Context: an optimization exercise on an open-source flow, tuned for small area. The choices shown serve that exercise and are no tape-out recipe.
The RTL was checked by simulation tests, not by an equivalence proof against the original design.
Power and IR drop assume default switching activity.

Design rfile_sb, start of the top module:
module rfile_sb #(
    parameter int DATA_W   = 32,
    parameter int ADDR_W   = 5,
    parameter int ZERO_REG = 1
) (
    input  logic              Clk,
    input  logic              Rst,
    input  logic              Run,
    input  logic [ADDR_W-1:0] Rs,
    input  logic [ADDR_W-1:0] Rt,
    input  logic              ReadEnA,
    input  logic              ReadEnB,
    output logic [DATA_W-1:0] busA,
    output logic [DATA_W-1:0] busB,
    input  logic              RegWr,
    input  logic [ADDR_W-1:0] Rw,
    input  logic [DATA_W-1:0] busW,
    input  logic              Issue,
    input  logic [ADDR_W-1:0] IssueRd,
    output logic              Stall,
    output logic [ADDR_W:0]   PendCnt
);
For scale: about 3700 cells after synthesis, about 1100 flip-flops, ~130 I/O pins, ~0.044 mm2 of cells after synthesis.
==> flow/config.mk <==
export PLATFORM = sky130hd
export DESIGN_NAME = rfile_sb
export DESIGN_NICKNAME = rfile_sb
export VERILOG_FILES = /design/flow/design.v
export SDC_FILE = /design/flow/constraint.sdc
export NUM_CORES = 4
export LEC_CHECK = 0
export CAP_MARGIN = 10
export CORE_MARGIN = 2
export CORE_UTILIZATION = 45
export SETUP_SLACK_MARGIN = 0.1
export SLEW_MARGIN = 10
export SYNTH_HIERARCHICAL = 1
==> flow/constraint.sdc <==
create_clock -name core_clock -period 6.5 [get_ports {Clk}]
set_input_delay 1.3000 -clock core_clock [delete_from_list [all_inputs] [get_ports {Clk}]]
set_output_delay 1.3000 -clock core_clock [all_outputs]
set_load 0.01 [all_outputs]
standard.sh (not shown) runs the stock make flow with config.mk's settings and CLKGATE_MAP_FILE= SYNTH_SCRIPT=/design/flow/synth_recipe.tcl, a recipe that flattens the netlist after the stock synthesis.
==> flow/flow/run.sh <==
#!/bin/bash
# Own layout flow: the standard ORFS layout (standard.sh, unchanged synthesis), with
# - port buffers of a plain buffer cell instead of the default pick (a delay cell)
# - clock tree built from clusters of up to 30 sinks on clkbuf_16 leaf buffers, no dummy loads
# The make output of the whole run goes to standard.log in the work folder.
set -euo pipefail
export BUFFER_PORTS_ARGS="-buffer_cell sky130_fd_sc_hd__buf_2"
export CTS_ARGS="-sink_clustering_enable -repair_clock_nets -buf_list sky130_fd_sc_hd__clkbuf_16 -sink_clustering_size 30 -sink_clustering_max_diameter 80 -dont_use_dummy_load"
bash standard.sh > standard.log 2>&1
Next try:
Settings changed: CAP_MARGIN 10 to 5, CORE_UTILIZATION 45 to 35, SLEW_MARGIN 10 to 5.
Result: The new run went through all stages and came out clean; clock-buffer cell count drops by 1; cell count increases by 6.5%; sequential share of layout area is lower by 0.10 points; non-clock buffer count went down by 17; final area hardly moves; critical path depth rises by 3; maximum frequency shrinks by 0.68%; utilization is lower by 11 points; area after synthesis is unchanged.
Next try:
Settings changed: CORE_UTILIZATION 35 to 40.
Outcome: The changed run completed without violations. Power increases by about 0.6%. Count of clock-buffer cells in the layout does not change. Die area decreases by 12%. Global-route usage increases by 6.2 points. Synthesized cell count does not change. Worst setup slack loses 0.071 ns. Final cell count decreases by 3.1%. Routed wire length increases by 5.4%.

---

Another version of the RTL of rfile_sb (not shown whole).
For scale: ~3700 cells after synthesis, ~1100 flip-flops, roughly 130 I/O pins, about 45000 sq um of cells after synthesis.
==> flow/design.v (excerpt) <==
module rfile_sb #(
    parameter int DATA_W   = 32,
    parameter int ADDR_W   = 5,
    parameter int ZERO_REG = 1
) (
    input  logic              Clk,
    input  logic              Rst,
    input  logic              Run,
    input  logic [ADDR_W-1:0] Rs,
    input  logic [ADDR_W-1:0] Rt,
    input  logic              ReadEnA,
    input  logic              ReadEnB,
    output logic [DATA_W-1:0] busA,
    output logic [DATA_W-1:0] busB,
    input  logic              RegWr,
    input  logic [ADDR_W-1:0] Rw,
    input  logic [DATA_W-1:0] busW,
    input  logic              Issue,
    input  logic [ADDR_W-1:0] IssueRd,
    output logic              Stall,
    output logic [ADDR_W:0]   PendCnt
);
    localparam int DEPTH = 1 << ADDR_W;
    localparam int LO    = (ZERO_REG != 0) ? 1 : 0;
    localparam int NR    = DEPTH - LO + 1;     
    localparam int AL    = ADDR_W / 2;         
    localparam int AH    = ADDR_W - AL;
  ...
==> flow/config.mk <==
export PLATFORM = sky130hd
export DESIGN_NAME = rfile_sb
export DESIGN_NICKNAME = rfile_sb
export VERILOG_FILES = /design/flow/design.v
export SDC_FILE = /design/flow/constraint.sdc
export NUM_CORES = 4
export LEC_CHECK = 0
export CAP_MARGIN = 20
export CORE_MARGIN = 2
export CORE_UTILIZATION = 50
export SETUP_SLACK_MARGIN = 0.1
export SLEW_MARGIN = 20
export SYNTH_HIERARCHICAL = 1
==> flow/constraint.sdc <==
create_clock -name core_clock -period 6.5 [get_ports {Clk}]
set_input_delay 1.3000 -clock core_clock [delete_from_list [all_inputs] [get_ports {Clk}]]
set_output_delay 1.3000 -clock core_clock [all_outputs]
set_load 0.01 [all_outputs]
==> flow/flow/run.sh <==
#!/bin/bash
# Own layout flow: the standard ORFS layout (standard.sh, unchanged synthesis), with
# - port buffers of a plain buffer cell instead of the default pick (a delay cell)
# - clock tree built from large clusters of clkbuf_16 leaf buffers
# The make output of the whole run goes to standard.log in the work folder.
set -euo pipefail
export BUFFER_PORTS_ARGS="-buffer_cell sky130_fd_sc_hd__buf_2"
export CTS_ARGS="-sink_clustering_enable -repair_clock_nets -buf_list sky130_fd_sc_hd__clkbuf_16 -sink_clustering_size 30 -sink_clustering_max_diameter 80"
bash standard.sh > standard.log 2>&1
The baseline went through all stages and came out clean.
Then changed:
Settings changed: CAP_MARGIN 20 to 10, CORE_UTILIZATION 50 to 45, SLEW_MARGIN 20 to 10.
Result: Routed wire length came out lower by 3.5%; register-to-register slack gets worse by 110 ps; synthesized area stays the same; clock skew came out higher by 5.7 ps.

static timing again, ports no longer ideal:
How much do the figures lean on ideal ports? The routed layouts below were timed once more, with nothing changed but the port constraints.
Step 1: set_driving_cell puts a clkbuf_16 on Clk and a buf_2 on each other input, an assumption about the parent block.
Step 2 also shifts input and output timing later by t, the mid clock arrival at the registers, as if the neighbouring blocks saw the same clock.
a / b / c = no drivers / after step 1 / after step 2; a / b = the first two.
run	t, ns	setup slack, ns	latest minus earliest clock arrival (ns)	worst data-port slew with drivers (ns)
the first run of note 1	0.724	0.254 / 0.227 / 0.227	0.097 / 0.096	0.10
the second run of note 1	0.726	0.211 / 0.187 / 0.187	0.086 / 0.086	0.07
the third run of note 1	0.747	0.140 / 0.114 / 0.114	0.124 / 0.125	0.08
the first run of note 2	0.758	0.223 / 0.199 / 0.199	0.049 / 0.049	0.12
the second run of note 2	0.763	0.159 / 0.136 / 0.136	0.060 / 0.060	0.13
After both steps setup and hold are still met in every run listed. For the first run of note 1, which loses most, drivers alone change the setup slack by -0.027 ns; drivers and shift together by -0.027 ns.
